This design comes from an exercise in tuning for small area, a short achievable clock period and few clock cycles on the open sky130 flow, not from production work. Where RTL was checked, it was by simulation tests only, not by an equivalence proof against the original. The RTL of runs 1, 2 and 4 to 8 was laid out without a check of its function. No activity file was given, so power comes from the tool's default toggle rates.

--- flow/config.mk ---
export PLATFORM = sky130hd
export DESIGN_NAME = cache_top
export DESIGN_NICKNAME = cache_top
export VERILOG_FILES = /design/flow/design.v
export SDC_FILE = /design/flow/constraint.sdc
export NUM_CORES = 4
export LEC_CHECK = 0
export ABC_CLOCK_PERIOD_IN_PS = 2500
export CAP_MARGIN = 20
export CORE_MARGIN = 2
export CORE_UTILIZATION = 40
export SLEW_MARGIN = 20
--- flow/constraint.sdc ---
create_clock -name core_clock -period 8.0 [get_ports {clk}]
set_input_delay 1.6000 -clock core_clock [delete_from_list [all_inputs] [get_ports {clk}]]
set_output_delay 1.6000 -clock core_clock [all_outputs]
set_load 0.01 [all_outputs]
--- flow/design.v ---
`timescale 1ns/1ns
`default_nettype none
package cache_pkg;
	typedef logic [32-1:0]  word_t;
	typedef logic [30-1:0] paddr_t;    
	typedef logic [28-1:0] laddr_t;    
	typedef logic [128-1:0]  line_t;     
	typedef logic [26-1:0]    tag_t;
	typedef logic [2-1:0]  index_t;
	typedef logic [2-1:0] offset_t;
	typedef logic way_t;
	typedef enum logic [1:0] {
		ST_READY     = 2'd0,    
		ST_WRITEBACK = 2'd1,    
		ST_REFILL    = 2'd2     
	} cache_state_e;
endpackage
`default_nettype wire
`timescale 1ns/1ns
`default_nettype none
module cache_top (
	input  wire         clk,
	input  wire         rst_n,
	input  wire         i_proc_read,
	input  wire         i_proc_write,
	input  wire [30-1:0] i_proc_addr,
	input  wire [32-1:0]  i_proc_wdata,
	output logic [32-1:0]       o_proc_rdata,
	output logic        o_proc_stall,
	output logic        o_mem_read,
	output logic        o_mem_write,
	output logic [28-1:0]      o_mem_addr,
	output logic [128-1:0]       o_mem_wdata,
	input  wire [128-1:0]  i_mem_rdata,
	input  wire         i_mem_ready
);
	logic        valid;
	logic        dirty;    
	logic [28-1:0] tag;    
	logic [128-1:0]  line;
	logic        done;     
	logic        pend;     
	logic        rd;       
	logic        wb;       
	logic [32-1:0] rdata;
	logic [28-1:0] laddr;
	logic [2-1:0] off;
	logic        req;
	logic        fresh;
	logic        hit;
	logic        rd_ready;
	logic        dirty_eff;
	logic        dirty_nxt;
	logic        port_free;
	logic        load_tag;
	logic        start_rd;
	logic        start_wb;
	logic [4-1:0] wen;
	logic [32-1:0] mem_word;
	logic [32-1:0] line_word;
	assign laddr = i_proc_addr[30-1:2];
	assign off   = i_proc_addr[2-1:0];
	assign req   = i_proc_read | i_proc_write;
	assign fresh = ~done & ~pend;
	assign hit   = valid & (tag == laddr);
	assign rd_ready = rd & i_mem_ready;
	assign dirty_eff = dirty & ~(wb & i_mem_ready);
	assign dirty_nxt = dirty_eff | (i_proc_write & (done | rd_ready | (fresh & hit)));
	assign port_free = ~((wb | rd) & ~i_mem_ready);
	assign load_tag  = ((fresh & req) | (pend & ~rd)) & port_free & ~dirty_eff;
	assign start_rd  = load_tag & ~(fresh & hit);
	assign start_wb  = port_free & dirty_nxt;
	always_comb begin
		mem_word  = '0;
		line_word = '0;
		for (int k = 0; k < 4; k++) begin
			wen[k] = done & i_proc_write & (off == k);
			if (off == k) begin
				mem_word  = i_mem_rdata[k*32 +: 32];
				line_word = line[k*32 +: 32];
			end
		end
	end
	assign o_proc_stall = ~done;
	assign o_proc_rdata = rdata;
	assign o_mem_read   = rd;
	assign o_mem_write  = wb;
	assign o_mem_addr   = tag;
	assign o_mem_wdata  = line;
	always_ff @(posedge clk or negedge rst_n) begin
		if (!rst_n) begin
			valid <= 1'b0;
			dirty <= 1'b0;
			done  <= 1'b0;
			pend  <= 1'b0;
			rd    <= 1'b0;
			wb    <= 1'b0;
		end else begin
			dirty <= dirty_nxt;
			done  <= (fresh & req & hit) | rd_ready;
			pend  <= ((fresh & req & ~hit) | pend) & ~rd_ready;
			rd    <= (rd & ~i_mem_ready) | start_rd;
			wb    <= (wb & ~i_mem_ready) | start_wb;
			if (rd_ready)
				valid <= 1'b1;
		end
	end
	always_ff @(posedge clk) begin
		if (load_tag)
			tag <= laddr;
		for (int k = 0; k < 4; k++)
			if (rd_ready | wen[k])
				line[k*32 +: 32] <= rd_ready ? i_mem_rdata[k*32 +: 32]
				                                                    : i_proc_wdata;
		rdata <= '1;
		if (i_proc_read & ~done)
			rdata <= rd_ready ? mem_word : line_word;
	end
endmodule
`default_nettype wire
--- flow/flow/run.sh ---
#!/bin/bash
# The standard layout, with the port buffers made of the smallest buffer cell and
# timing repair aiming for extra setup slack
set -euo pipefail
export BUFFER_PORTS_ARGS="-buffer_cell sky130_fd_sc_hd__buf_1"
export SETUP_SLACK_MARGIN=5.5
bash standard.sh > standard_flow.log 2>&1
--- flow/standard.sh ---
#!/bin/bash
# synth_recipe.tcl (not shown) runs the flow's synth.tcl, then flattens the netlist and writes it again
# the make line also repeats each setting of config.mk as NAME=value (left out here)
make -C /OpenROAD-flow-scripts/flow DESIGN_CONFIG=/design/flow/config.mk WORK_HOME=/design/flow/orfs CLKGATE_MAP_FILE= SYNTH_SCRIPT=/design/flow/synth_recipe.tcl "${@:-finish}"
==> results of run 1 <==
through the flow:
stage / utilization / std cells / worst slack [ns]
after global routing: 0.6381 / 1691 / 5.280
after global placement: 0.4905 / 1494 / 3.644
after CTS: 0.5865 / 1631 / 5.313
after detailed placement: 0.4905 / 1494 / 3.639
final: 0.6381 / 1691 / 5.344
after floorplan: - / 875 / 4.816
routing by layer:
layer | global-route usage | wire [µm] | vias to the layer above
li1 | - | - | 4208
met1 | 0.3583 | 14520 | 4366
met2 | 0.5373 | 19790 | 584
met3 | 0.07807 | 3867 | 67
met4 | 0.08233 | 847 | 0
met5 | 0 | 0 | -
where the power goes:
part / switching (mW) / internal [mW] / leakage, nW
combinational: 0.998 / 0.804 / 3.89
sequential: 0.159 / 1.46 / 1.80
clock: 0.418 / 0.430 / 0.283
how the worst max path moves through the flow:
| stage | from | endpoint | slack, ns | depth (start not counted) |
|---|---|---|---|---|
| 2_1_floorplan | i_proc_addr[0] | line[0] | 4.82 | 3 |
| 3_3_place_gp | i_proc_addr[0] | line[105] | 3.64 | 5 |
| 3_5_place_dp | i_proc_addr[0] | line[110] | 3.64 | 5 |
| 4_1_cts | line[21] | o_mem_wdata[21] | 5.31 | 1 |
| 5_1_grt | i_proc_addr[5] | dirty | 5.28 | 7 |
| 6_report | line[21] | o_mem_wdata[21] | 5.34 | 1 |
cells in the mapped netlist, types with 2 or more instances:
cell	number
a211oi_1	64
a21oi_1	33
a221oi_1	32
and2_1	2
buf_1	7
buf_2	32
clkbuf_1	17
dfrtp_1	6
dfxtp_1	32
edfxtp_1	156
inv_1	5
mux2i_1	32
nand2_1	329
nand2b_1	2
nand4_1	5
nor2_1	35
nor2b_1	2
nor4_1	3
o21ai_0	33
o21ai_1	5
o31ai_1	2
xnor2_1	17
xor2_1	11
cells by family (layout without fill, tap and decap cells):
family / after synthesis / in the layout
AO/OA/AOI/OAI: 176 / 176
XOR/XNOR: 28 / 28
buffers and inverters: 61 / 585
flip-flops: 194 / 194
multiplexers: 32 / 32
AND/OR/NAND/NOR: 384 / 396
cell type report:
| cell class | count | area (µm²) | share of cell area |
|---|---|---|---|
| clock buffer | 20 | 456.7 | 0.03260 |
| timing repair buffer | 548 | 3812 | 0.2721 |
| clock inverter | 12 | 117.6 | 0.008394 |
| multi-input combinational | 632 | 3749 | 0.2675 |
| inverter | 5 | 25.02 | 0.001786 |
| sequential | 194 | 5500 | 0.3926 |
| tap | 280 | 350.3 | 0.02500 |
state kept, by name, indices dropped and copies added (netlist names):
signal	cells
rd	1
done	1
line	128
valid	1
rdata	32
wb	1
pend	1
tag	28
dirty	1
timing repair:
| action | 4_1_cts | 5_1_grt |
|---|---|---|
| resized for setup | 168 | 221 |
| setup buffers | 84 | 53 |
| pin swaps | 13 | 21 |
| gates cloned | 21 | 7 |
| endpoints found under the setup margin | 512 | 317 |
==> summary.txt, run 1 <==
* Status: timing/DRC/antenna clean
* Mean Syn Cell Area at just over 10 µm²
* Synth Instances at 875
* DR vias/cell at 5.455
* CTS tree: built
* Worst EP arrival at 1.06 ns
* Hold Crit Endpoint: valid
* Startpoint types: flop
* CTS buffer count at 17
* Clk sinks at roughly 190
* Vias in the first global route at 8926
* RSZ-0062 raised after global routing: true
* Hold Path Class: flop to flop
* Leading area contributor after synthesis: edfxtp_1
* Worst R2R Start: tag[20]
* PwrDens at 304.8 nW/µm²
* Count of final hold-check violations at 0
* First-pass GRT wire length at 53130 µm
* Post-route clock period utilization at 0.3320
* P&R area growth vs syn at 55.66%
* Critical Path, Cell by Cell: buf_6
* WS Path Type: flop to primary output
* Setup TNS at 0 ns
* Cts hold-fix bufs at 0
* # diodes at 0
* Top cell type's share of synthesized area at 0.5204
* Layout Nets at ~1600
* Max Slew Vio Count at 0
* Die Y at between 150 and 200 µm
* Synth Area in Simple Gates at 0.1662
* F_max at 0.3765 GHz
* DRC errors left at 0
* DR iter-0 viols at 768
* Worst-margin pin slew at between 0.7 and 0.8 ns
* Post-synth EDFFs at 156
* Root buf cell: clkbuf_16
* Worst setup EP type: primary output
* Delay-heaviest family, CP: flip-flops
* GP Congestion at just under 0.9
* Largest net degree at the start of global routing at 89
* Core Region at 21960 µm²
* Synthesized area at 9001 µm²
* DR WL/cell at 23.08 µm
* Power, Total at ~4.3 mW
* Vias at 9225
* Skew-Pair Late Insertion Delay at approximately 0.43 ns
* Port bufs at between 300 and 400
* Placed Area at 10770 µm²
* Commonest non-fill, non-tap cells in the layout: nand2_1 (321), buf_1 (195), edfxtp_1 (156)
* Initial core utilization at 0.4099
* Horiz. Die Dim at approximately 150 µm
* Reg2reg end: dirty
* Synth Area in Compound Gates at 0.1327
* Ranking of synthesized cells by area: edfxtp_1 (52%), nand2_1 (14%), dfxtp_1 (7.1%), a211oi_1 (5.3%), mux2i_1 (3.6%)
* Row count at 54
* Worst R2R Path Depth at 9
* Mux contribution to synthesized area at 0.03559
* Asr flop ratio synth at 0.03093
* Main combinational cell family by area after synthesis: simple AND/OR/NAND/NOR gates
* Count of cell types in the netlist at 36
* Worst EP required at about 6.4 ns
* Worst reg-to-reg setup slack at 5.98 ns
* Longest Clk Path Bufs at 2
* Min Hold Slack at 0.4879 ns
* CP max stage delay at roughly 0.46 ns
* Setup violators final at 0
* Hold Crit Start: valid
* Main synth FF type: edfxtp_1
* Total global routing track utilization at 0.3005
* Layout cells sized above 1 at 0.3338
* Top-Level Pins at 386
* Highest-delay cell along the critical path: edfxtp_1
* GR Overflow Total at 0
* Post-synthesis sequential area ratio at 0.6083
* Adder-cell share of the synthesized area at 0
* Final Skew at 0.01239 ns
* CTS clock-pin slew for the worst setup and hold paths at 0.08 ns
* Synth warnings at 1
* Design area at 14010 µm²
* Xor and xnor fraction of the mapped netlist area at 0.02724
* Flop and latch count out of synthesis at 194
* DRT Pass-1 Iters at 5
* CP max FO at 2
* Routed Antenna Nets at 0
* # fillers at about 1900
* Most common cell after layout, fill and taps aside: nand2_1
* Post-layout minimum cycle time at 2.656 ns
* Slew headroom at 0.5047
* LEAKAGE at 5.977 nW
* Hold Crit Depth at 1
* H-tree levels at 4
* Max Cap Viol at 0
* Initial antenna violation count at 0
* Die area at 23720 µm²
* Buf+Inv Stages, Crit Path at 1
* HPWL Detailed at 21470 µm
* VDD IR max at 0.1581 mV
* Final wirelength at 39030 µm
* Mapped Nets at 1070
==> inputs of run 2 (changes only) <==
--- a/flow/flow/run.sh
+++ b/flow/flow/run.sh
@@ -4,4 +4,4 @@
 set -euo pipefail
 export BUFFER_PORTS_ARGS="-buffer_cell sky130_fd_sc_hd__buf_1"
-export SETUP_SLACK_MARGIN=5.5
+export SETUP_SLACK_MARGIN=5.0
 bash standard.sh > standard_flow.log 2>&1
==> summary.txt, run 2 <==
* CTS tree: built
* Pre-CTS setup slack at 3.763 ns (+0.1235 ns)
* CTS clock-pin slew for the worst setup and hold paths at 0.08 ns (about the same)
* LEAKAGE at 4.293 nW (-28%)
* Core Region at 21960 µm² (unchanged)
* Max Cap Viol at 0 (unchanged)
* Worst R2R Path Depth at 4 (-5)
* Max reg flops at 128 (unchanged)
* Skew-Pair Late Insertion Delay at 0.43 ns (about the same)
* RSZ-0062 raised after global routing: false
* Post-synth EDFFs at 156 (unchanged)
* Count leader, synth: nand2_1
* Reg2reg end: line[41]
* Worst R2R Start: rd
* Design area at 11480 µm² (-18%)
* Post-synthesis sequential area ratio at 0.6083 (unchanged)
* HPWL Detailed at 20970 µm (-2.4%)
* Hold Path Class: flop to flop
* DR WL/cell at 20.55 µm (-11%)
* Port bufs at 385 (unchanged)
* Routed Antenna Nets at 0 (unchanged)
* Cts hold-fix bufs at 0 (unchanged)
* Largest net degree at the start of global routing at 93 (+4.5%)
* Initial core utilization at 0.4099 (unchanged)
* Worst reg-to-reg setup slack at 5.79 ns (-0.19 ns)
* GR Overflow Total at 0 (unchanged)
* # fillers at 2098 (+11%)
* GP Congestion at 0.8494 (-4.0%)
* Worst EP required at 8.10 ns (+1.70 ns)
* Top-Level Pins at 386 (unchanged)
* Final wirelength at 31540 µm (-19%)
* Synth Instances at 875 (unchanged)
* Total global routing track utilization at 0.2582 (-0.04229)
* Horiz. Die Dim at 154.0 µm (unchanged)
* Vias in the first global route at 8023 (-10%)
* Initial antenna violation count at 0 (unchanged)
* PwrDens at 317.6 nW/µm² (+4.2%)
* Synthesized area at 9001 µm² (unchanged)
* CTS buffer count at 17 (unchanged)
* Post-route clock period utilization at 0.3663 (+0.03424)
* Clk sinks at 194 (unchanged)
* Count of final hold-check violations at 0 (unchanged)
* First-pass GRT wire length at 46430 µm (-13%)
* Layout cells sized above 1 at 0.05502 (-0.2788)
* Worst setup EP type: flop
* Register with the most flip-flops: line
* Worst EP arrival at 3.03 ns (+1.97 ns)
* Ranking of synthesized cells by area: edfxtp_1 (52%), nand2_1 (14%), dfxtp_1 (7.1%), a211oi_1 (5.3%), mux2i_1 (3.6%)
* Slew headroom at 0.3361 (-0.1686)
* Hold Crit Depth at 1 (unchanged)
* Power, Total at 3.647 mW (-15%)
* Synth warnings at 1 (unchanged)
* Met3 WL post-DR at 2712 µm (-30%)
* DRC errors left at 0 (unchanged)
* Leading area contributor after synthesis: edfxtp_1
* Status: timing/DRC/antenna clean
* Top Metal Used: met4
* DR iter-0 viols at 655 (-15%)
* Die Y at 154.0 µm (unchanged)
* Multi-input logic area at 3407 µm² (-9.1%)
* Row count at 54 (unchanged)
* DR vias/cell at 5.442 (-0.25%)
* Biggest regs: line: 128 flops, rdata: 32 flops, tag: 28 flops
* Top cell type's share of synthesized area at 0.5204 (unchanged)
* Asr flop ratio synth at 0.03093 (unchanged)
* P&R area growth vs syn at 27.58%
* Commonest non-fill, non-tap cells in the layout: buf_1 (382), nand2_1 (325), edfxtp_1 (156)
* Mean Syn Cell Area at 10.29 µm² (unchanged)
* Count of cell types in the netlist at 36 (unchanged)
* DRT Pass-1 Iters at 5 (unchanged)
* Most common cell after layout, fill and taps aside: buf_1
* Final WS setup at 5.070 ns (-0.2740 ns)
* Root buf cell: clkbuf_16
* Startpoint types: input port
* Metal2 WL at 15150 µm (-23%)
* Seq. cell area at 5475 µm² (-0.46%)
* Die area at 23720 µm² (unchanged)
* Main synth FF type: edfxtp_1
* VDD IR max at 0.1524 mV (-3.6%)
* Setup TNS at 0 ns (unchanged)
* Max Slew Vio Count at 0 (unchanged)
* Hold Crit Endpoint: valid
* Worst-margin pin slew at 0.9924 ns (+0.2572 ns)
* CP max FO at 27 (+25)
* WL met1 at 12850 µm (-12%)
* F_max at 0.3413 GHz (-9.3%)
* Crit path from: i_proc_addr[0]
* Mapped Nets at 1070 (unchanged)
* Post-layout minimum cycle time at 2.930 ns (+0.2740 ns)
* Vias at 8353 (-9.5%)
* Longest Clk Path Bufs at 2 (unchanged)
* H-tree levels at 4 (unchanged)
* Final Skew at 0.01290 ns (+0.0005101 ns)
* Setup violators final at 0 (unchanged)
* Hold Crit Start: valid
* Commonest cells post-synth: nand2_1 (329), edfxtp_1 (156), a211oi_1 (64)
* WS Path Type: input port to flop
* Flop and latch count out of synthesis at 194 (unchanged)
* Placed Area at 10700 µm² (-0.66%)
* Layout Nets at 1436 (-9.9%)
==> run 2: area by class of cell <==
class	instances	share of cell area
clock inverters	15	0.01438
clock buffers	17	0.03705
inverters	5	0.001634
flip-flops and latches	194	0.4768
multi-input cells	624	0.2967
diodes	1	0.0002179
well taps	280	0.03051
repair buffers	399	0.1427
==> run 2: stage by stage <==
step	cells	utilization	hold WS, ns
6_report	1535	0.5230	0.5133
2_1_floorplan	875	-	0.4346
5_1_grt	1534	0.5228	0.5633
3_3_place_gp	1493	0.4872	0.4870
4_1_cts	1534	0.5217	0.5281
3_5_place_dp	1493	0.4872	0.5076
==> run 2: per-layer routing <==
| metal | vias to the layer above | GRT usage |
|---|---|---|
| li1 | 3868 | - |
| met1 | 3984 | 0.3342 |
| met2 | 451 | 0.4243 |
| met3 | 50 | 0.06172 |
| met4 | 0 | 0.09301 |
| met5 | - | 0 |
==> run 2: timing repair <==
action / CTS / global route
endpoints found under the setup margin: 234 / 111
gates cloned: 4 / 0
endpoints found under the hold margin: 0 / 0
pin swaps: 5 / 0
setup buffers: 5 / 0
gates resized for setup: 16 / 10
==> run 2: worst max-delay path by stage <==
stage,slack (ns),depth (start not counted),endpoint
final,5.07,4,line[41]
after CTS,5.01,5,line[41]
after detailed placement,3.76,4,line[103]
after global placement,3.85,4,line[108]
after floorplan,4.82,3,line[0]
after global routing,5.01,4,line[41]
==> run 2: cell families after synthesis <==
family	after synthesis	share of synthesized area
AOI/OAI and AO/OA	176	0.1327
xor gates and xnor gates	28	0.02724
and+or+nand+nor	384	0.1662
DFF	194	0.6083
muxes	32	0.03559
buffers and inverters	61	0.02989
==> run 2: report_power, final <==
group / leakage (nW) / internal, mW / total [mW] / switching [mW]
logic: 2.19 / 0.370 / 1.15 / 0.782
registers: 1.81 / 1.46 / 1.63 / 0.173
clock network: 0.290 / 0.447 / 0.864 / 0.418
total: 4.29 / 2.27 / 3.65 / 1.37
==> run 2: critical path, cell delays in order <==
cell     delay (ns)
buf_6          0.30
inv_1          0.26
o31ai_4        0.52
buf_8          0.33
==> inputs of run 3 (changes only) <==
--- a/flow/design.v
+++ b/flow/design.v
@@ -57,4 +57,6 @@
 	logic        start_wb;
 	logic [4-1:0] wen;
+	logic [128-1:0]  line_nxt;
+	logic [28-1:0] tag_nxt;
 	logic [32-1:0] mem_word;
 	logic [32-1:0] line_word;
@@ -106,11 +108,15 @@
 		end
 	end
+	always_comb begin
+		for (int k = 0; k < 4; k++)
+			line_nxt[k*32 +: 32] =
+				({32{rd_ready}} & i_mem_rdata[k*32 +: 32]) |
+				({32{wen[k]}} & i_proc_wdata) |
+				({32{~rd_ready & ~wen[k]}} & line[k*32 +: 32]);
+		tag_nxt = tag ^ ({28{load_tag}} & (laddr ^ tag));
+	end
 	always_ff @(posedge clk) begin
-		if (load_tag)
-			tag <= laddr;
-		for (int k = 0; k < 4; k++)
-			if (rd_ready | wen[k])
-				line[k*32 +: 32] <= rd_ready ? i_mem_rdata[k*32 +: 32]
-				                                                    : i_proc_wdata;
+		tag  <= tag_nxt;
+		line <= line_nxt;
 		rdata <= '1;
 		if (i_proc_read & ~done)
==> summary.txt, run 3 <==
* Post-layout minimum cycle time at 2.985 ns (+0.05472 ns)
* Synth Instances at 1004 (+15%)
* Top cell type's share of synthesized area at 0.3621 (-0.1583)
* Worst R2R Path Depth at 5 (+1)
* DR WL/cell at 22.55 µm (+9.7%)
* LEAKAGE at 4.365 nW (+1.7%)
* WS Path Type: input port to flop
* Largest net degree at the start of global routing at 95 (+2.2%)
* Post-synthesis sequential area ratio at 0.4741 (-0.1342)
* Setup TNS at 0 ns (unchanged)
* Hold Path Class: flop to flop
* Highest-delay cell along the critical path: nor2_8
* Flop and latch count out of synthesis at 194 (unchanged)
* Die Y at 152.7 µm (-0.84%)
* Status: timing/DRC/antenna clean
* # diodes at 0 (-1)
* Clock share of power at 0.195 (-0.042)
* Design area at 11240 µm² (-2.1%)
* Total global routing track utilization at 0.3104 (+0.05217)
* CP max FO at 39 (+44%)
* VDD IR max at 0.1511 mV (-0.82%)
* Synth warnings at 1 (unchanged)
* Reg2reg end: rdata[30]
* Layout Nets at 1559 (+8.6%)
* # fillers at 2174 (+3.6%)
* Routed Antenna Nets at 0 (unchanged)
* Hold Crit Start: line[65]
* Buf+Inv Stages, Crit Path at 3 (unchanged)
* P&R area growth vs syn at 27.11%
* Synthesized area at 8846 µm² (-1.7%)
* Most common cell after layout, fill and taps aside: buf_1
* Mapped Nets at 1199 (+12%)
* Internal power at 2.535 mW (+11%)
* Post-route clock period utilization at 0.3731 (+0.006840)
* Main synth FF type: dfxtp_1
* Clk sinks at 194 (unchanged)
* Port bufs at 385 (unchanged)
* DRC errors left at 0 (unchanged)
* Commonest cells post-synth: nand2_1 (326), dfxtp_1 (160), a22oi_1 (96)
* Setup violators final at 0 (unchanged)
* Worst setup EP type: flop
* CP max stage delay at 0.48 ns (-0.04 ns)
* H-tree levels at 4 (unchanged)
* RSZ-0062 raised after global routing: false
* Share of total power in sequential cells at 0.410 (-0.037)
* Mean Syn Cell Area at 8.811 µm² (-14%)
* Hold Crit Depth at 2 (+1)
* Count of final hold-check violations at 0 (unchanged)
* Max Cap Viol at 0 (unchanged)
* Post-synth EDFFs at 28 (-82%)
* Root buf cell: clkbuf_16
* Core Region at 21760 µm² (-0.92%)
* Die area at 23320 µm² (-1.7%)
* Seq. cell area at 4194 µm² (-23%)
* Count leader, synth: nand2_1
* Commonest non-fill, non-tap cells in the layout: buf_1 (383), nand2_1 (324), dfxtp_1 (160)
* DR vias/cell at 5.685 (+4.5%)
* Skew-Pair Late Insertion Delay at 0.44 ns (about the same)
* GP Congestion at 0.8517 (+0.27%)
* Worst reg-to-reg setup slack at 5.95 ns (+0.16 ns)
* CTS tree: built
* Horiz. Die Dim at 152.7 µm (-0.84%)
* Placed Area at 10300 µm² (-3.8%)
* DR iter-0 viols at 656 (+0.15%)
* HPWL Detailed at 22090 µm (+5.4%)
* Sw Share at 0.4232 (+0.04695)
* Top-Level Pins at 386 (unchanged)
* Longest Clk Path Bufs at 2 (unchanged)
* Worst-margin pin slew at 0.9210 ns (-0.07138 ns)
* Worst EP required at 8.32 ns (+0.22 ns)
* F_max at 0.3350 GHz (-1.8%)
* Asr flop ratio synth at 0.03093 (unchanged)
* Row count at 54 (unchanged)
* DRT Pass-1 Iters at 5 (unchanged)
* CTS buffer count at 17 (unchanged)
* Slew headroom at 0.3838 (+0.04775)
* Final Skew at 0.01252 ns (-0.0003713 ns)
* Worst EP arrival at 3.30 ns (+0.27 ns)
* Layout cells sized above 1 at 0.08206 (+0.02704)
* Multi-input logic area at 4385 µm² (+29%)
* First-pass GRT wire length at 55630 µm (+20%)
* Initial antenna violation count at 0 (unchanged)
* Delay-heaviest family, CP: simple AND/OR/NAND/NOR gates
* Hold Crit Endpoint: line[65]
* Vias at 9420 (+13%)
* Critical Path, Cell by Cell: clkbuf_2 -> buf_8 -> or2_4 -> nor2_8 -> nor2_4 -> buf_12 -> nand2_1 -> nand3_1
* Ranking of synthesized cells by area: dfxtp_1 (36%), nand2_1 (14%), edfxtp_1 (9.5%), a22oi_1 (8.1%), a221oi_1 (5.8%)
* Startpoint types: input port
* CTS clock-pin slew for the worst setup and hold paths at 0.07 ns (about the same)
* WP depth at 8 (+4)
* Worst R2R Start: rd
* Switching Power at 1.860 mW (+36%)
* GR Overflow Total at 0 (unchanged)
* Leading area contributor after synthesis: dfxtp_1
* Count of cell types in the netlist at 38 (+5.6%)
* Initial core utilization at 0.4066 (-0.003312)
* PwrDens at 390.9 nW/µm² (+23%)
* Vias in the first global route at 9143 (+14%)
* Max Slew Vio Count at 0 (unchanged)
* Combinational Power Share at 0.394 (+0.078)
* Final wirelength at 37360 µm (+18%)
-- run 3: worst max-delay path by stage --
stage / startpoint / to
floorplan: i_proc_write / flop
global placement: i_proc_addr[1] / line[67]
detailed placement: i_proc_addr[1] / line[73]
CTS: i_proc_addr[1] / line[113]
global route: i_proc_addr[0] / line[16]
finish: i_proc_addr[0] / line[9]
-- run 3: cell type report --
class | instances | area share
clock buffer | 17 | 0.03783
clock inverter | 15 | 0.01291
inverter | 1 | 0.0003338
multi-input combinational | 743 | 0.3900
sequential | 194 | 0.3730
tap | 280 | 0.03116
timing repair buffer | 407 | 0.1548
-- run 3: per-stage QoR --
stage	setup slack, ns	util	cells	hold WS (ns)	power, mW
detailed placement	3.044	0.4733	1597	0.4486	3.448
finish	5.015	0.5169	1657	0.4590	4.395
floorplan	4.647	-	1004	0.4346	2.796
CTS	5.056	0.5165	1657	0.4602	4.406
global placement	3.180	0.4733	1597	0.4436	3.418
global route	5.005	0.5169	1657	0.4746	4.661
-- run 3: power by group through the flow --
stage          clock (mW)  sequential, mW  combinational, mW
2_1_floorplan           0            1.95              0.849
3_3_place_gp            0            1.80               1.61
3_5_place_dp            0            1.81               1.64
4_1_cts             0.874            1.80               1.73
5_1_grt             0.906            1.86               1.90
6_report            0.859            1.80               1.73
-- run 3: timing repair --
| action | 4_1_cts | 5_1_grt |
|---|---|---|
| endpoints found under the setup margin | 160 | 20 |
| buffers inserted | 15 | 0 |
| pin swaps | 8 | 0 |
| cloned | 13 | 0 |
| gates resized for setup | 19 | 2 |
| hold buffers | 0 | 0 |
-- run 3: logic make-up after synthesis --
| family | share of synthesized area |
|---|---|
| AO/OA/AOI/OAI | 0.2177 |
| XOR/XNOR | 0.02772 |
| buffers and inverters | 0.05431 |
| flip-flops | 0.4741 |
| multiplexers | 0.03989 |
| AND/OR/NAND/NOR | 0.1863 |
-- run 3: metal layers --
layer  vias to the layer above  GRT usage  share of wire
met2                       537     0.5174           0.48
met1                      4441     0.3933           0.40
met3                        80    0.06570          0.086
met4                         0     0.1239          0.034
met5                         -          0              0
li1                       4362          -              -
-- run 3: worst register-to-register path: stages, from the launching register on --
cell and delay (ns):
dfrtp_1 0.52, nand2_2 0.26, buf_8 0.46, nor2_2 0.22, a211oi_1 0.32, o21ai_1 0.13
Testbench counts of run 3, summed over its fixed seeds: cycles 107,445.
==> inputs of run 4 (changes only) <==
--- a/flow/design.v
+++ b/flow/design.v
@@ -57,4 +57,5 @@
 	logic        start_wb;
 	logic [4-1:0] wen;
+	logic [4-1:0] wsel;    
 	logic [128-1:0]  line_nxt;
 	logic [28-1:0] tag_nxt;
@@ -77,5 +78,5 @@
 		line_word = '0;
 		for (int k = 0; k < 4; k++) begin
-			wen[k] = done & i_proc_write & (off == k);
+			wen[k] = done & wsel[k];
 			if (off == k) begin
 				mem_word  = i_mem_rdata[k*32 +: 32];
@@ -118,4 +119,6 @@
 	always_ff @(posedge clk) begin
 		tag  <= tag_nxt;
+		for (int k = 0; k < 4; k++)
+			wsel[k] <= i_proc_write & (off == k);
 		line <= line_nxt;
 		rdata <= '1;
--- a/flow/flow/run.sh
+++ b/flow/flow/run.sh
@@ -4,4 +4,4 @@
 set -euo pipefail
 export BUFFER_PORTS_ARGS="-buffer_cell sky130_fd_sc_hd__buf_1"
-export SETUP_SLACK_MARGIN=5.0
+export SETUP_SLACK_MARGIN=5.3
 bash standard.sh > standard_flow.log 2>&1
==> summary.txt, run 4 <==
* DR iter-0 viols at 571 (-13%)
* Count of cell types in the netlist at 37 (-2.6%)
* Critical Path, Cell by Cell: buf_6 -> xor2_1 -> or4_1 -> or4_4 -> a22o_2
* Mean Syn Cell Area at 8.418 µm² (-4.5%)
* WS Path Type: input port to flop
* Count leader, synth: nand2_1
* Core Region at 21620 µm² (-0.62%)
* Worst R2R Start: done
* Top-Level Pins at 386 (unchanged)
* Flop and latch count out of synthesis at 198 (+2.1%)
* CP max stage delay at 0.54 ns (+0.06 ns)
* Layout Nets at 1581 (+1.4%)
* Commonest cells post-synth: nand2_1 (328), dfxtp_1 (164), a22oi_1 (96)
* Leading area contributor after synthesis: dfxtp_1
* Final Skew at 0.01113 ns (-0.001396 ns)
* DRC errors left at 0 (unchanged)
* DR WL/cell at 20.77 µm (-7.9%)
* Count of final hold-check violations at 0 (unchanged)
* CTS tree: built
* Setup violators final at 0 (unchanged)
* Top cell type's share of synthesized area at 0.3750 (+0.01292)
* Largest net degree at the start of global routing at 78 (-18%)
* P&R area growth vs syn at 29.43%
* Asr flop ratio synth at 0.03030 (-0.0006248)
* Ranking of synthesized cells by area: dfxtp_1 (38%), nand2_1 (14%), edfxtp_1 (9.6%), a22oi_1 (8.2%), a211oi_1 (5.5%)
* Layout cells sized above 1 at 0.06505 (-0.01702)
* Clk sinks at 198 (+2.1%)
* Root buf cell: clkbuf_16
* Status: timing/DRC/antenna clean
* Longest Clk Path Bufs at 2 (unchanged)
* Synth Instances at 1040 (+3.6%)
* HPWL Detailed at 21480 µm (-2.8%)
* DRT Pass-1 Iters at 6 (+1)
* Max Cap Viol at 0 (unchanged)
* First-pass GRT wire length at 51450 µm (-7.5%)
* Commonest non-fill, non-tap cells in the layout: buf_1 (377), nand2_1 (325), dfxtp_1 (164)
* Post-synthesis sequential area ratio at 0.4882 (+0.01409)
* Worst EP required at 8.33 ns (about the same)
* Total global routing track utilization at 0.2859 (-0.02449)
* GP Congestion at 0.8353 (-1.9%)
* Die area at 23090 µm² (-1.0%)
* Worst EP arrival at 3.12 ns (-0.18 ns)
* Vias at 9394 (-0.28%)
* Post-layout minimum cycle time at 2.788 ns (-0.1972 ns)
* Port bufs at 385 (unchanged)
* Buf+Inv Stages, Crit Path at 1 (-2)
* Setup TNS at 0 ns (unchanged)
* Synth warnings at 1 (unchanged)
* LEAKAGE at 4.538 nW (+4.0%)
* PwrDens at 382.9 nW/µm² (-2.0%)
* Hold Crit Start: line[48]
* CTS buffer count at 17 (unchanged)
* Worst setup EP type: flop
* Mapped Nets at 1235 (+3.0%)
* Crit path from: i_proc_addr[7]
* Row count at 54 (unchanged)
* Highest-delay cell along the critical path: or4_4
* Hold Path Class: flop to flop
* Final wirelength at 34900 µm (-6.6%)
* Main synth FF type: dfxtp_1
* Max Slew Vio Count at 0 (unchanged)
* VDD IR max at 0.1526 mV (+0.98%)
* DR vias/cell at 5.592 (-1.6%)
* CTS clock-pin slew for the worst setup and hold paths at 0.08 ns (about the same)
* Synthesized area at 8755 µm² (-1.0%)
* Cts hold-fix bufs at 0 (unchanged)
* Post-synth EDFFs at 28 (unchanged)
* Die Y at 151.9 µm (-0.50%)
* Vias in the first global route at 8788 (-3.9%)
* Most common cell after layout, fill and taps aside: buf_1
* Initial core utilization at 0.4049 (-0.001683)
* Initial antenna violation count at 1 (+1)
* Horiz. Die Dim at 151.9 µm (-0.50%)
* Worst-margin pin slew at 1.065 ns (+0.1436 ns)
* H-tree levels at 4 (unchanged)
* RSZ-0062 raised after global routing: true
* GR Overflow Total at 0 (unchanged)
* Post-route clock period utilization at 0.3485 (-0.02465)
* Design area at 11330 µm² (+0.77%)
* F_max at 0.3587 GHz (+7.1%)
* CP max FO at 5 (-87%)
* Slew headroom at 0.2902 (-0.09358)
* Placed Area at 10380 µm² (+0.80%)
* Routed Antenna Nets at 0 (unchanged)
* Fin util at 0.5241 (+0.007223)
* Delay-heaviest family, CP: simple AND/OR/NAND/NOR gates
* Startpoint types: input port
* Skew-Pair Late Insertion Delay at 0.44 ns (about the same)
-- run 4: changes by cell type after synthesis, moves of 26 or more --
cell      previous run  this run
nor2_1              14        41
mux2i_1              6        32
a221oi_1            59        32
buf_2               45         4
mux2_2              26         0
clkbuf_1            15        69
-- run 4: layout make-up --
class                   instances  area (µm²)
flip-flops and latches        198        4277
multi-input cells             760        4338
clock buffers                  17       425.4
diodes                          1       2.502
repair buffers                402        1724
clock inverters                15       187.7
inverters                       7       26.28
fillers                      2223       10290
well taps                     280       350.3
-- run 4: metrics by stage --
step / std cells / worst slack (ns) / hold WS [ns] / total power [mW]
6_report: 1680 / 5.212 / 0.4588 / 4.339
5_1_grt: 1680 / 5.191 / 0.4852 / 4.616
4_1_cts: 1675 / 5.169 / 0.4614 / 4.315
3_5_place_dp: 1631 / 4.192 / 0.4487 / 3.356
3_3_place_gp: 1631 / 4.223 / 0.4439 / 3.332
2_1_floorplan: 1040 / 4.991 / 0.4275 / 2.697
-- run 4: timing repair --
item,CTS,global route
cloned,6,2
pin swaps,10,4
setup buffers,6,2
gates resized for setup,27,19
endpoints found under the setup margin,196,81
-- run 4: kinds of logic (layout without fill, tap and decap cells) --
| logic type | Yosys count | in the layout | share of synthesized area |
|---|---|---|---|
| flops | 198 | 198 | 0.4882 |
| other cells | 0 | 1 | 0 |
| mux | 32 | 32 | 0.03659 |
| simple gates | 424 | 430 | 0.1938 |
| compound gates | 274 | 275 | 0.2197 |
| buf+inv | 89 | 441 | 0.03873 |
| xor+xnor | 23 | 23 | 0.02301 |
-- run 4: worst reg2reg max path, stage by stage (launching register included) --
cell and delay (ns):
dfrtp_2 0.41, buf_4 0.15, and2_2 0.51, nor2_4 0.76
nand2_1 0.13, nand2_1 0.08
-- run 4: where the power goes --
part	internal [mW]	switching [mW]	total (mW)
logic	0.573	1.07	1.64
registers	1.47	0.322	1.79
clock network	0.476	0.430	0.906
total	2.52	1.82	4.34
-- run 4: path summary, 6_finish.rpt --
path	to	slack, ns	cells past startpoint
setup / recovery	pend	5.21	5
hold / removal	line[48]	0.46	2
setup reg to reg	line[37]	5.91	5
hold reg to reg	line[48]	0.46	2
max in group asynchronous	done	6.68	1
min in group asynchronous	wb	1.04	1
-- run 4: routing by layer --
| metal | share of wire | track usage | vias to the layer above |
|---|---|---|---|
| met3 | 0.079 | 0.05248 | 66 |
| li1 | - | - | 4406 |
| met4 | 0.031 | 0.1148 | 0 |
| met1 | 0.42 | 0.3723 | 4441 |
| met5 | 0 | 0 | - |
| met2 | 0.47 | 0.4710 | 481 |
==> inputs of run 5 (changes only) <==
--- a/flow/config.mk
+++ b/flow/config.mk
@@ -10,3 +10,5 @@
 export CORE_MARGIN = 2
 export CORE_UTILIZATION = 40
+export CTS_CLUSTER_DIAMETER = 200
+export CTS_CLUSTER_SIZE = 50
 export SLEW_MARGIN = 20
==> summary.txt, run 5 <==
* Worst EP required at 8.33 ns (about the same)
* Total global routing track utilization at 0.2859 (unchanged)
* Layout cells sized above 1 at 0.06505 (unchanged)
* Mapped Nets at 1235 (unchanged)
* DR iter-0 viols at 571 (unchanged)
* Port bufs at 385 (unchanged)
* Max Cap Viol at 0 (unchanged)
* Post-route clock period utilization at 0.3485 (unchanged)
* P&R area growth vs syn at 29.43% (unchanged)
* Leading area contributor after synthesis: dfxtp_1
* CP max FO at 5 (unchanged)
* Commonest cells post-synth: nand2_1 (328), dfxtp_1 (164), a22oi_1 (96)
* Delay-heaviest family, CP: simple AND/OR/NAND/NOR gates
* Hold Crit Depth at 2 (unchanged)
* WS Path Type: input port to flop
* Cts hold-fix bufs at 0 (unchanged)
* VDD IR max at 0.1526 mV (unchanged)
* Mean Syn Cell Area at 8.418 µm² (unchanged)
* Post-layout minimum cycle time at 2.788 ns (unchanged)
* Final Skew at 0.01113 ns (unchanged)
* Die area at 23090 µm² (unchanged)
* Layout Nets at 1581 (unchanged)
* GR Overflow Total at 0 (unchanged)
* First-pass GRT wire length at 51450 µm (unchanged)
* DR WL/cell at 20.77 µm (unchanged)
* WP depth at 5 (unchanged)
* DRT Pass-1 Iters at 6 (unchanged)
* Core Region at 21620 µm² (unchanged)
* H-tree levels at 4 (unchanged)
* Initial antenna violation count at 1 (unchanged)
* Worst EP arrival at 3.12 ns (about the same)
* Asr flop ratio synth at 0.03030 (unchanged)
* LEAKAGE at 4.538 nW (unchanged)
* Root buf cell: clkbuf_16
* Clk sinks at 198 (unchanged)
* CTS clock-pin slew for the worst setup and hold paths at 0.08 ns (about the same)
* Skew-Pair Late Insertion Delay at 0.44 ns (about the same)
* Ranking of synthesized cells by area: dfxtp_1 (38%), nand2_1 (14%), edfxtp_1 (9.6%), a22oi_1 (8.2%), a211oi_1 (5.5%)
* Top cell type's share of synthesized area at 0.3750 (unchanged)
* DRC errors left at 0 (unchanged)
* Most common cell after layout, fill and taps aside: buf_1
* F_max at 0.3587 GHz (unchanged)
* HPWL Detailed at 21480 µm (unchanged)
* Max Slew Vio Count at 0 (unchanged)
* Commonest non-fill, non-tap cells in the layout: buf_1 (377), nand2_1 (325), dfxtp_1 (164)
* Count leader, synth: nand2_1
* Startpoint types: input port
* Top-Level Pins at 386 (unchanged)
* Final wirelength at 34900 µm (unchanged)
* Hold Path Class: flop to flop
* DR vias/cell at 5.592 (unchanged)
* Worst R2R Path Depth at 5 (unchanged)
* Vias at 9394 (unchanged)
* Synthesized area at 8755 µm² (unchanged)
* Count of final hold-check violations at 0 (unchanged)
* Power, Total at 4.339 mW (unchanged)
* Post-synth EDFFs at 28 (unchanged)
* Vias in the first global route at 8788 (unchanged)
* Worst-margin pin slew at 1.065 ns (unchanged)
* Die Y at 151.9 µm (unchanged)
* CP max stage delay at 0.54 ns (about the same)
* Horiz. Die Dim at 151.9 µm (unchanged)
* Critical Path, Cell by Cell: buf_6 -> xor2_1 -> or4_1 -> or4_4 -> a22o_2
* Setup violators final at 0 (unchanged)
* RSZ-0062 raised after global routing: true
* Synth Instances at 1040 (unchanged)
* Row count at 54 (unchanged)
* GP Congestion at 0.8353 (unchanged)
* Highest-delay cell along the critical path: or4_4
* Largest net degree at the start of global routing at 78 (unchanged)
* Flop and latch count out of synthesis at 198 (unchanged)
* Worst setup EP type: flop
* Setup TNS at 0 ns (unchanged)
* Routed Antenna Nets at 0 (unchanged)
* CTS tree: built
* Status: timing/DRC/antenna clean
* Count of cell types in the netlist at 37 (unchanged)
* Buf+Inv Stages, Crit Path at 1 (unchanged)
* Post-synthesis sequential area ratio at 0.4882 (unchanged)
* PwrDens at 382.9 nW/µm² (unchanged)
* Synth warnings at 1 (unchanged)
* CTS buffer count at 17 (unchanged)
* Longest Clk Path Bufs at 2 (unchanged)
* Slew headroom at 0.2902 (unchanged)
* Main synth FF type: dfxtp_1
* Initial core utilization at 0.4049 (unchanged)
## run 5: per-layer routing
| metal | global-route usage | wire length (µm) |
|---|---|---|
| met1 | 0.3723 | 14490 |
| met3 | 0.05248 | 2748 |
| met2 | 0.4710 | 16570 |
| met4 | 0.1148 | 1083 |
| met5 | 0 | 0 |
## run 5: cell families (layout without fill, tap and decap cells)
group / Yosys count / in the layout / synth area share
xor gates and xnor gates: 23 / 23 / 0.02301
DFF: 198 / 198 / 0.4882
AOI/OAI and AO/OA: 274 / 275 / 0.2197
other: 0 / 1 / 0
buffers and inverters: 89 / 441 / 0.03873
and+or+nand+nor: 424 / 430 / 0.1938
muxes: 32 / 32 / 0.03659
## run 5: layout make-up
type,instances,area [µm²]
clock inverter,15,187.7
clock buffer,17,425.4
multi-input combinational,760,4338
inverter,7,26.28
sequential,198,4277
timing repair buffer,402,1724
tap,280,350.3
antenna,1,2.502
fill,2223,10290
## run 5: repair_timing
item / CTS / global route
buffers inserted: 6 / 2
setup endpoints to repair: 196 / 81
pin swaps: 10 / 4
gates cloned: 6 / 2
gates resized for setup: 27 / 19
## run 5: stage by stage
step / hold WS, ns / cell area, µm² / util / worst slack (ns) / std cells
2_1_floorplan: 0.4275 / 8791 / - / 4.991 / 1040
3_3_place_gp: 0.4439 / 10380 / 0.4801 / 4.223 / 1631
3_5_place_dp: 0.4487 / 10380 / 0.4801 / 4.192 / 1631
4_1_cts: 0.4614 / 11190 / 0.5177 / 5.169 / 1675
5_1_grt: 0.4852 / 11330 / 0.5241 / 5.191 / 1680
6_report: 0.4588 / 11330 / 0.5241 / 5.212 / 1680
## run 5: worst paths after layout
check,from,end,slack [ns]
min reg2reg,line[48],line[48],0.46
max,i_proc_addr[7],pend,5.21
max reg2reg,done,line[37],5.91
min in group asynchronous,rst_n,wb,1.04
min,line[48],line[48],0.46
max in group asynchronous,rst_n,done,6.68
## run 5: power breakdown
part           internal (mW)  switching [mW]
registers               1.47           0.322
clock network          0.476           0.430
logic                  0.573            1.07
## run 5: worst min-delay path, delay by kind of cell, from the launching register on
family,cells,cell delay (ns)
flops,1,0.32
simple gates,2,0.10
==> inputs of run 6 (changes only) <==
--- a/flow/config.mk
+++ b/flow/config.mk
@@ -9,6 +9,4 @@
 export CAP_MARGIN = 20
 export CORE_MARGIN = 2
-export CORE_UTILIZATION = 40
-export CTS_CLUSTER_DIAMETER = 200
-export CTS_CLUSTER_SIZE = 50
+export CORE_UTILIZATION = 60
 export SLEW_MARGIN = 20
==> summary.txt, run 6 <==
* Status: timing/DRC/antenna clean
* Commonest non-fill, non-tap cells in the layout: buf_1 (374), nand2_1 (325), dfxtp_1 (163)
* Layout cells sized above 1 at 0.07518 (+0.01013)
* RSZ-0062 raised after global routing: true
* Synth Area in Compound Gates at 0.2197 (unchanged)
* Post-synth EDFFs at 28 (unchanged)
* Setup TNS at 0 ns (unchanged)
* Worst EP arrival at 3.25 ns (+0.13 ns)
* LEAKAGE at 4.635 nW (+2.1%)
* Startpoint types: input port
* Total global routing track utilization at 0.4352 (+0.1494)
* DR WL/cell at 22.73 µm (+9.4%)
* Mapped Nets at 1235 (unchanged)
* Synth Area in Simple Gates at 0.1938 (unchanged)
* Post-layout minimum cycle time at 2.913 ns (+0.1259 ns)
* Top cell type's share of synthesized area at 0.3750 (unchanged)
* Worst R2R Path Depth at 5 (unchanged)
* Synth Instances at 1040 (unchanged)
* DR vias/cell at 6.410 (+15%)
* Min Hold Slack at 0.4582 ns (-0.0005830 ns)
* Top-Level Pins at 386 (unchanged)
* CP max FO at 5 (unchanged)
* Adder-cell share of the synthesized area at 0 (unchanged)
* Ranking of synthesized cells by area: dfxtp_1 (38%), nand2_1 (14%), edfxtp_1 (9.6%), a22oi_1 (8.2%), a211oi_1 (5.5%)
* Layout Nets at 1592 (+0.70%)
* H-tree levels at 4 (unchanged)
* Max Slew Vio Count at 0 (unchanged)
* F_max at 0.3432 GHz (-4.3%)
* DR iter-0 viols at 1376 (+140%)
* Flop and latch count out of synthesis at 198 (unchanged)
* PwrDens at 393.4 nW/µm² (+2.7%)
* Cts hold-fix bufs at 0 (unchanged)
* Mean Syn Cell Area at 8.418 µm² (unchanged)
* Most common cell after layout, fill and taps aside: buf_1
* Root buf cell: clkbuf_16
* Leading area contributor after synthesis: dfxtp_1
* CTS buffer count at 17 (unchanged)
* Hold Path Class: flop to flop
* Longest Clk Path Bufs at 2 (unchanged)
* Main synth FF type: dfxtp_1
* Largest net degree at the start of global routing at 93 (+19%)
* Xor and xnor fraction of the mapped netlist area at 0.02301 (unchanged)
* Hold Crit Depth at 2 (unchanged)
* Final wirelength at 36280 µm (+4.0%)
* GP Congestion at 0.8658 (+3.7%)
* VDD IR max at 0.1958 mV (+28%)
* Horiz. Die Dim at 124.8 µm (-18%)
* Row count at 44 (-19%)
* Skew-Pair Late Insertion Delay at 0.44 ns (about the same)
* DRC errors left at 0 (unchanged)
* Slew headroom at 0.2543 (-0.03594)
* First-pass GRT wire length at 53000 µm (+3.0%)
* Count of final hold-check violations at 0 (unchanged)
* Worst EP required at 8.33 ns (about the same)
* Asr flop ratio synth at 0.03030 (unchanged)
* Die area at 15570 µm² (-33%)
* Worst setup EP type: flop
* Count of cell types in the netlist at 37 (unchanged)
* Core Region at 14370 µm² (-34%)
* Initial core utilization at 0.6093 (+0.2044)
* GR Overflow Total at 0 (unchanged)
* CTS clock-pin slew for the worst setup and hold paths at 0.07 ns (about the same)
* Post-synthesis sequential area ratio at 0.4882 (unchanged)
* Initial antenna violation count at 1 (unchanged)
* Inst Count DP at 1534 (-5.9%)
* Setup violators final at 0 (unchanged)
* Main combinational cell family by area after synthesis: compound AO/OA/AOI/OAI gates
* Port bufs at 385 (unchanged)
* Count leader, synth: nand2_1
* Final Skew at 0.006210 ns (-0.004918 ns)
* Routed Antenna Nets at 0 (unchanged)
* Vias at 10230 (+8.9%)
* Die Y at 124.8 µm (-18%)
* Vias in the first global route at 9374 (+6.7%)
* Synth warnings at 1 (unchanged)
* Post-route clock period utilization at 0.3642 (+0.01573)
* Synthesized area at 8755 µm² (unchanged)
* Fin cells at 1596 (-5.0%)
* CTS tree: built
* Max Cap Viol at 0 (unchanged)
* DRT Pass-1 Iters at 9 (+3)
* Commonest cells post-synth: nand2_1 (328), dfxtp_1 (164), a22oi_1 (96)
* P&R area growth vs syn at 29.96%
* Clk sinks at 198 (unchanged)
* WS Path Type: input port to flop
* HPWL Detailed at 21310 µm (-0.81%)
* Worst-margin pin slew at 1.119 ns (+0.05391 ns)
* Mux contribution to synthesized area at 0.03659 (unchanged)
## run 6: cell count changes in the layout (fill, tap and decap cells not counted), moves of 2 or more
cell / delta
inv_8: -2
buf_1: -3
clkinv_8: -2
inv_6: -5
clkbuf_8: +6
clkinv_2: +3
buf_4: +7
buf_8: +2
## run 6: logic make-up (layout without fill, tap and decap cells)
kind of cell	after synthesis	after routing
xor gates and xnor gates	23	23
buffers and inverters	89	449
muxes	32	32
AOI/OAI and AO/OA	274	275
other	0	2
DFF	198	198
and+or+nand+nor	424	433
## run 6: routing by layer
| metal | vias to the layer above | part of all wire | track usage |
|---|---|---|---|
| met5 | - | 0 | 0 |
| met3 | 173 | 0.13 | 0.09665 |
| met1 | 4713 | 0.35 | 0.5439 |
| met4 | 0 | 0.055 | 0.2227 |
| met2 | 911 | 0.47 | 0.7091 |
| li1 | 4434 | - | - |
## run 6: worst paths after layout
| path | to | slack (ns) | startpoint |
|---|---|---|---|
| min in group asynchronous | wb | 1.03 | rst_n |
| worst max-delay path | dirty | 5.09 | i_proc_addr[20] |
| worst min-delay path | line[0] | 0.46 | line[0] |
| max in group asynchronous | rd | 6.69 | rst_n |
| worst min register to register | line[0] | 0.46 | line[0] |
| worst max register to register | dirty | 5.83 | flop |
## run 6: power breakdown
part / total [mW] / leakage, nW / switching, mW / internal [mW]
Combinational: 1.75 / 2.62 / 1.15 / 0.603
Sequential: 1.81 / 1.70 / 0.339 / 1.47
Clock: 0.914 / 0.306 / 0.382 / 0.532
Total: 4.48 / 4.63 / 1.87 / 2.61
## run 6: layout make-up
cell class / instances / area, µm²
Fill cell: 1052 / 2992
Tap cell: 184 / 230.2
Inverter: 7 / 26.28
Clock buffer: 23 / 498.0
Multi-Input combinational cell: 763 / 4412
Clock inverter: 9 / 123.9
Sequential cell: 198 / 4277
Antenna cell: 2 / 5.005
Timing Repair Buffer: 410 / 1805
## run 6: per-stage QoR
step | power, mW | instance area, µm² | util | worst slack, ns
after floorplan | 2.697 | 8791 | - | 4.991
final | 4.476 | 11380 | 0.7918 | 5.087
after global routing | 4.686 | 11370 | 0.7914 | 5.028
after detailed placement | 3.352 | 10250 | 0.7133 | 3.888
after global placement | 3.310 | 10250 | 0.7133 | 3.975
after CTS | 4.332 | 11180 | 0.7782 | 5.157
## run 6: worst max-delay path, stage by stage
cell      delay (ns)
buf_6           0.10
inv_2           0.07
o22ai_2         0.07
or4_4           0.54
or4_4           0.60
o211ai_1        0.27
## run 6: timing repair
action	in CTS	in global routing
resized for setup	30	27
cloned	7	4
endpoints found under the setup margin	196	97
buffers inserted	11	6
pin swaps	14	9
==> inputs of run 7 (changes only) <==
--- a/flow/design.v
+++ b/flow/design.v
@@ -40,4 +40,5 @@
 	logic [128-1:0]  line;
 	logic        done;     
+	logic        stall;    
 	logic        pend;     
 	logic        rd;       
@@ -85,5 +86,5 @@
 		end
 	end
-	assign o_proc_stall = ~done;
+	assign o_proc_stall = stall;
 	assign o_proc_rdata = rdata;
 	assign o_mem_read   = rd;
@@ -96,4 +97,5 @@
 			dirty <= 1'b0;
 			done  <= 1'b0;
+			stall <= 1'b1;
 			pend  <= 1'b0;
 			rd    <= 1'b0;
@@ -102,4 +104,5 @@
 			dirty <= dirty_nxt;
 			done  <= (fresh & req & hit) | rd_ready;
+			stall <= ~((fresh & req & hit) | rd_ready);
 			pend  <= ((fresh & req & ~hit) | pend) & ~rd_ready;
 			rd    <= (rd & ~i_mem_ready) | start_rd;
--- a/flow/flow/run.sh
+++ b/flow/flow/run.sh
@@ -4,4 +4,4 @@
 set -euo pipefail
 export BUFFER_PORTS_ARGS="-buffer_cell sky130_fd_sc_hd__buf_1"
-export SETUP_SLACK_MARGIN=5.3
+export SETUP_SLACK_MARGIN=5.5
 bash standard.sh > standard_flow.log 2>&1
--- a/flow/config.mk
+++ b/flow/config.mk
@@ -9,4 +9,4 @@
 export CAP_MARGIN = 20
 export CORE_MARGIN = 2
-export CORE_UTILIZATION = 60
+export CORE_UTILIZATION = 40
 export SLEW_MARGIN = 20
==> summary.txt, run 7 <==
* Top-Level Pins at 386 (unchanged)
* Final WS setup at 5.227 ns (+0.1400 ns)
* Commonest non-fill, non-tap cells in the layout: nand2_1 (308), buf_1 (195), buf_4 (184)
* P&R area growth vs syn at 74.64%
* WP depth at 6 (unchanged)
* Hold Path Class: flop to flop
* Worst EP arrival at 3.11 ns (-0.14 ns)
* Most common cell after layout, fill and taps aside: nand2_1
* Worst R2R Path Depth at 7 (+2)
* Row count at 54 (+23%)
* Vias at 10570 (+3.3%)
* Post-route clock period utilization at 0.3467 (-0.01750)
* Max Slew Vio Count at 0 (unchanged)
* Vias in the first global route at 10220 (+9.0%)
* Final Skew at 0.01389 ns (+0.007681 ns)
* Buf+Inv Stages, Crit Path at 2 (unchanged)
* Count of cell types in the netlist at 37 (unchanged)
* Pre-CTS setup slack at 3.758 ns (-0.1293 ns)
* Initial core utilization at 0.4052 (-0.2041)
* VDD IR max at 0.1895 mV (-3.2%)
* Worst setup EP type: flop
* Layout Nets at 1785 (+12%)
* Mean Syn Cell Area at 8.426 µm² (about the same)
* Initial antenna violation count at 3 (+2)
* Critical Path, Cell by Cell: buf_6 -> inv_2 -> o22ai_1 -> or4_1 -> or4_4 -> a22o_4
* Worst EP required at 8.34 ns (about the same)
* Fin util at 0.7077 (-0.08411)
* HPWL Detailed at 21950 µm (+3.0%)
* Seq. cell area at 4493 µm² (+5.1%)
* GRT met3 Usage at 0.06542 (-0.03123)
* Layout cells sized above 1 at 0.4803 (+0.4052)
* DR WL/cell at 21.18 µm (-6.8%)
* Status: timing/DRC/antenna clean
* CP max FO at 6 (+1)
* Horiz. Die Dim at 152.2 µm (+22%)
* Flop and latch count out of synthesis at 199 (+0.51%)
* Die Y at 152.2 µm (+22%)
* DRT Pass-1 Iters at 8 (-1)
* Largest net degree at the start of global routing at 44 (-53%)
* Clk sinks at 199 (+0.51%)
* Port bufs at 385 (unchanged)
* Multi-input logic area at 5141 µm² (+17%)
* Commonest cells post-synth: nand2_1 (327), dfxtp_1 (164), a22oi_1 (96)
* Mapped Nets at 1238 (+0.24%)
* Post-layout minimum cycle time at 2.773 ns (-0.1400 ns)
* Highest-delay cell along the critical path: or4_4
* Placed Area at 11130 µm² (+8.6%)
* GP Congestion at 0.8547 (-1.3%)
* CTS tree: built
* DR iter-0 viols at 709 (-48%)
* Die area at 23170 µm² (+49%)
* Root buf cell: clkbuf_16
* Main synth FF type: dfxtp_1
* Leading area contributor after synthesis: dfxtp_1
* Setup violators final at 0 (unchanged)
* Skew-Pair Late Insertion Delay at 0.44 ns (about the same)
* CTS clock-pin slew for the worst setup and hold paths at 0.08 ns (about the same)
* # fillers at 1682 (+60%)
* Met2 track demand over resource at 0.5294 (-0.1797)
* CP max stage delay at 0.56 ns (-0.04 ns)
* GR Overflow Total at 0 (unchanged)
* Top cell type's share of synthesized area at 0.3736 (-0.001442)
* Termination of the worst setup path: pend
* F_max at 0.3606 GHz (+5.0%)
* Synthesized area at 8788 µm² (+0.39%)
* Crit path from: i_proc_addr[20]
* RSZ-0062 raised after global routing: true
* Startpoint types: input port
* LEAKAGE at 6.612 nW (+43%)
* WS Path Type: input port to flop
* Routed Antenna Nets at 0 (unchanged)
* Synth warnings at 1 (unchanged)
* Longest Clk Path Bufs at 2 (unchanged)
* Most Crowded Layer GR: met2
* Total global routing track utilization at 0.3191 (-0.1162)
* PwrDens at 386.0 nW/µm² (-1.9%)
* Setup TNS at 0 ns (unchanged)
* Post-synthesis sequential area ratio at 0.4893 (+0.001113)
* Asr flop ratio synth at 0.03518 (+0.004873)
* Final wirelength at 39900 µm (+10%)
* Synth Instances at 1043 (+0.29%)
* DR vias/cell at 5.612 (-12%)
* Delay-heaviest family, CP: simple AND/OR/NAND/NOR gates
* Count leader, synth: nand2_1
* Post-synth EDFFs at 28 (unchanged)
* Worst reg-to-reg setup slack at 5.84 ns (about the same)
* Count of final hold-check violations at 0 (unchanged)
* CTS buffer count at 17 (unchanged)
* Worst-margin pin slew at 1.059 ns (-0.05950 ns)
* Ranking of synthesized cells by area: dfxtp_1 (37%), nand2_1 (14%), edfxtp_1 (9.6%), a22oi_1 (8.2%), a211oi_1 (5.5%)
* DRC errors left at 0 (unchanged)
* Max Cap Viol at 0 (unchanged)
* Core Region at 21690 µm² (+51%)
* First-pass GRT wire length at 57990 µm (+9.4%)
* H-tree levels at 4 (unchanged)
* Design area at 15350 µm² (+35%)
* Reg2reg end: pend
* Slew headroom at 0.2940 (+0.03967)
* GRT met1 Usage at 0.4040 (-0.1399)
==> run 7: cell types whose count changed after synthesis <==
cell / before / now
clkbuf_1: 69 / 73
buf_1: 9 / 7
nor2_1: 41 / 43
a21oi_1: 35 / 34
buf_2: 4 / 3
dfstp_2: 0 / 1
inv_1: 7 / 6
nand2_1: 328 / 327
nand2b_1: 2 / 3
o21a_1: 1 / 2
or4_1: 1 / 2
or4_4: 1 / 0
==> run 7: stage by stage <==
step / power [mW] / cells / hold slack [ns]
finish: 5.925 / 1884 / 0.4673
floorplan: 2.968 / 1043 / 0.4275
global route: 6.209 / 1884 / 0.4932
CTS: 5.651 / 1838 / 0.4607
global placement: 3.481 / 1636 / 0.4409
detailed placement: 3.502 / 1636 / 0.4471
==> run 7: worst min path at each step <==
| stage | slack, ns | startpoint | cells after the start | end |
|---|---|---|---|---|
| 6_report | 0.47 | line[60] | 2 | line[60] |
| 3_5_place_dp | 0.45 | line[3] | 2 | line[3] |
| 3_3_place_gp | 0.44 | line[46] | 2 | line[46] |
| 2_1_floorplan | 0.43 | valid | 1 | valid |
| 5_1_grt | 0.49 | line[12] | 2 | line[12] |
| 4_1_cts | 0.46 | line[38] | 2 | line[38] |
==> run 7: layout make-up <==
type                            count  area share
Multi-Input combinational cell    765      0.3350
Timing Repair Buffer              601      0.3084
Sequential cell                   199      0.2927
Clock buffer                       18     0.02796
Tap cell                          280     0.02283
Clock inverter                     14     0.01149
Inverter                            6    0.001467
Antenna cell                        1   0.0001630
==> run 7: worst reg2reg max path: cells and delay by family (launching register included) <==
kind	cells	cell delay, ns
XOR/XNOR	1	0.16
buffers and inverters	2	0.27
AO/OA/AOI/OAI	1	0.23
AND/OR/NAND/NOR	3	1.01
flip-flops	1	0.40
==> run 7: logic make-up after synthesis <==
family                    synth area share
AOI/OAI and AO/OA                   0.2191
and+or+nand+nor                     0.1938
xor gates and xnor gates           0.02292
DFF                                 0.4893
buffers and inverters              0.03844
muxes                              0.03645
==> run 7: layer usage <==
| layer | wire (µm) | up-vias |
|---|---|---|
| li1 | - | 4831 |
| met1 | 16170 | 5074 |
| met2 | 18930 | 563 |
| met3 | 3400 | 101 |
| met4 | 1367 | 4 |
| met5 | 27 | - |
==> run 7: power by group <==
group          internal [mW]  switching [mW]
Clock                  0.477           0.435
Combinational           1.71            1.43
Sequential              1.56           0.320
Total                   3.74            2.18
==> run 7: timing repair <==
item                       in CTS  in global routing
buffers inserted              159                 39
hold buffers                    0                  0
cloned                         11                  6
pin swaps                      15                 11
setup endpoints to repair     385                235
resized for setup             505                 75
==> inputs of run 8 (changes only) <==
--- a/flow/flow/run.sh
+++ b/flow/flow/run.sh
@@ -4,4 +4,4 @@
 set -euo pipefail
 export BUFFER_PORTS_ARGS="-buffer_cell sky130_fd_sc_hd__buf_1"
-export SETUP_SLACK_MARGIN=5.5
+export SETUP_SLACK_MARGIN=5.3
 bash standard.sh > standard_flow.log 2>&1
==> summary.txt, run 8 <==
* Vias at 9510 (-10%)
* Fin cells at 1688 (-10%)
* Commonest cells post-synth: nand2_1 (327), dfxtp_1 (164), a22oi_1 (96)
* Row count at 54 (unchanged)
* Longest Clk Path Bufs at 2 (unchanged)
* Die Y at 152.2 µm (unchanged)
* Final Skew at 0.01362 ns (-0.0002724 ns)
* Synth warnings at 1 (unchanged)
* Initial antenna violation count at 1 (-2)
* Post-synthesis sequential area ratio at 0.4893 (unchanged)
* RSZ-0062 raised after global routing: true
* Internal power at 2.617 mW (-30%)
* CTS tree: built
* Layout cells sized above 1 at 0.06823 (-0.4121)
* Ranking of synthesized cells by area: dfxtp_1 (37%), nand2_1 (14%), edfxtp_1 (9.6%), a22oi_1 (8.2%), a211oi_1 (5.5%)
* Count of cell types in the netlist at 37 (unchanged)
* Total global routing track utilization at 0.2844 (-0.03467)
* Top cell type's share of synthesized area at 0.3736 (unchanged)
* Layout Nets at 1589 (-11%)
* Worst reg-to-reg setup slack at 5.74 ns (-0.10 ns)
* Switching Power at 1.840 mW (-16%)
* Main synth FF type: dfxtp_1
* Setup violators final at 0 (unchanged)
* Mapped Nets at 1238 (unchanged)
* Clock share of power at 0.214 (+0.060)
* DRT Pass-1 Iters at 5 (-3)
* GR Overflow Total at 0 (unchanged)
* Port bufs at 385 (unchanged)
* PwrDens at 386.6 nW/µm² (+0.14%)
* Multi-input logic area at 4328 µm² (-16%)
* Clk sinks at 199 (unchanged)
* Design area at 11530 µm² (-25%)
* Placed Area at 10410 µm² (-6.5%)
* DR iter-0 viols at 727 (+2.5%)
* Horiz. Die Dim at 152.2 µm (unchanged)
* Combinational Power Share at 0.380 (-0.149)
* Synth Instances at 1043 (unchanged)
* # fillers at 2158 (+28%)
* Seq. cell area at 4302 µm² (-4.3%)
* Worst EP required at 8.33 ns (about the same)
* Routed Antenna Nets at 0 (unchanged)
* Worst setup EP type: flop
* P&R area growth vs syn at 31.21%
* Synthesized area at 8788 µm² (unchanged)
* Status: timing/DRC/antenna clean
* Post-layout minimum cycle time at 2.776 ns (+0.002310 ns)
* GP Congestion at 0.8538 (-0.11%)
* Max Slew Vio Count at 0 (unchanged)
* VDD IR max at 0.1783 mV (-5.9%)
* Skew-Pair Late Insertion Delay at 0.45 ns (about the same)
* Mean Syn Cell Area at 8.426 µm² (unchanged)
* Startpoint types: input port
* First-pass GRT wire length at 51630 µm (-11%)
* DR WL/cell at 20.81 µm (-1.7%)
* Final wirelength at 35130 µm (-12%)
* DRC errors left at 0 (unchanged)
* Fin util at 0.5317 (-0.1760)
* Vias in the first global route at 8749 (-14%)
* Max Cap Viol at 0 (unchanged)
* Sw Share at 0.4128 (+0.04443)
* Initial core utilization at 0.4052 (unchanged)
* Share of total power in sequential cells at 0.406 (+0.089)
* HPWL Detailed at 21870 µm (-0.33%)
* CTS clock-pin slew for the worst setup and hold paths at 0.08 ns (about the same)
* LEAKAGE at 4.636 nW (-30%)
* Largest net degree at the start of global routing at 80 (+82%)
* CP max FO at 6 (unchanged)
* Count leader, synth: nand2_1
* Worst EP arrival at 3.11 ns (about the same)
* Hold Path Class: flop to flop
* DR vias/cell at 5.634 (+0.39%)
* Min Hold Slack at 0.4602 ns (-0.007119 ns)
* Asr flop ratio synth at 0.03518 (unchanged)
* Die area at 23170 µm² (unchanged)
* WS Path Type: input port to flop
* Top-Level Pins at 386 (unchanged)
* Worst-margin pin slew at 1.105 ns (+0.04588 ns)
* Post-route clock period utilization at 0.3470 (about the same)
* CTS buffer count at 17 (unchanged)
* F_max at 0.3603 GHz (about the same)
* Commonest non-fill, non-tap cells in the layout: buf_1 (377), nand2_1 (324), dfxtp_1 (164)
* Setup TNS at 0 ns (unchanged)
* Inst Count DP at 1632 (-0.24%)
* Count of final hold-check violations at 0 (unchanged)
* Slew headroom at 0.2626 (-0.03138)
* Root buf cell: clkbuf_16
* Flop and latch count out of synthesis at 199 (unchanged)
* Core Region at 21690 µm² (unchanged)
* Leading area contributor after synthesis: dfxtp_1
* Post-synth EDFFs at 28 (unchanged)
* H-tree levels at 4 (unchanged)
* Most common cell after layout, fill and taps aside: buf_1
## run 8: cell counts after synthesis
No cell type changed its count.
## run 8: layout make-up
class / count / share of cell area
Clock buffer: 17 / 0.03689
Tap cell: 280 / 0.03038
Sequential cell: 199 / 0.3730
Clock inverter: 15 / 0.01942
Multi-Input combinational cell: 760 / 0.3753
Inverter: 6 / 0.001953
Timing Repair Buffer: 410 / 0.1628
Antenna cell: 1 / 0.0002170
## run 8: timing repair
action	CTS	global route
cloned	4	3
buffers inserted	6	9
pin swaps	7	8
hold endpoints to repair	0	0
endpoints found under the setup margin	194	102
hold buffers	0	0
gates resized for setup	27	23
## run 8: kinds of logic after synthesis
group                     after synthesis  share of synthesized area
DFF                                   199                     0.4893
AOI/OAI and AO/OA                     274                     0.2191
buffers and inverters                  89                    0.03844
muxes                                  32                    0.03645
xor gates and xnor gates               23                    0.02292
and+or+nand+nor                       426                     0.1938
## run 8: worst max-delay path, cell delays in order
cell    delay [ns]
buf_6         0.09
xor2_1        0.14
or4_1         0.49
or4_4         0.55
a22o_2        0.23
## run 8: final timing paths
check / depth (start not counted) / end / start
worst min register to register: 2 / line[32] / line[32]
worst max-delay path: 5 / pend / i_proc_addr[7]
max in group asynchronous: 1 / stall / rst_n
worst max register to register: 4 / line[11] / done
min in group asynchronous: 1 / valid / rst_n
worst min-delay path: 2 / line[32] / line[32]
## run 8: through the flow
stage               power [mW]  setup slack, ns
finish                   4.457            5.224
global placement         3.342            4.100
global route             4.727            5.215
detailed placement       3.363            4.019
CTS                      4.359            5.184
floorplan                2.711            4.934
## run 8: metal layers
metal / global-route usage / routed length (µm) / vias up
met2: 0.4653 / 16880 / 517
met4: 0.09568 / 701 / 0
met5: 0 / 0 / -
met1: 0.3707 / 14340 / 4509
li1: - / - / 4435
met3: 0.06797 / 3212 / 49
## run 8: power groups by stage
stage                     Sequential, mW  Combinational, mW  Clock [mW]
final                               1.81               1.69       0.952
after global placement              1.82               1.52           0
after detailed placement            1.82               1.54           0
after global routing                1.86               1.86        1.00
after floorplan                     1.96              0.749           0
after CTS                           1.81               1.59       0.960

## what the ideal ports hide
The results above use ideal ports. As a check the final layouts listed here were re-extracted and re-timed, cells and wires unchanged.
Step 1, drivers: a clkbuf_16 drives clk and a buf_2 each remaining input, both assumed.
Step 2, shift: input delay + t, output delay - t, t = (earliest + latest rising clock arrival at the registers) / 2. This alone moves slack from input paths to output paths.
a / b / c = no drivers / after step 1 / after step 2; a / b = the first two.
run | t, ns | slack for setup (ns) | worst setup path at the end
run 1 | 0.475 | 5.344 / 5.296 / 4.919 | input to register
run 2 | 0.472 | 5.070 / 5.060 / 4.602 | input to register
run 3 | 0.478 | 5.015 / 5.029 / 4.551 | input to register
run 4 | 0.483 | 5.212 / 5.226 / 4.743 | input to register
run 5 | 0.483 | 5.212 / 5.226 / 4.743 | input to register
run 6 | 0.480 | 5.087 / 5.099 / 4.619 | input to register
run 7 | 0.486 | 5.227 / 5.244 / 4.758 | input to register
run 8 | 0.488 | 5.224 / 5.231 / 4.743 | input to register
After both steps setup and hold are still met in every run listed. For run 8, which loses most, drivers alone change the setup slack by +0.007 ns; drivers and shift together by -0.481 ns.
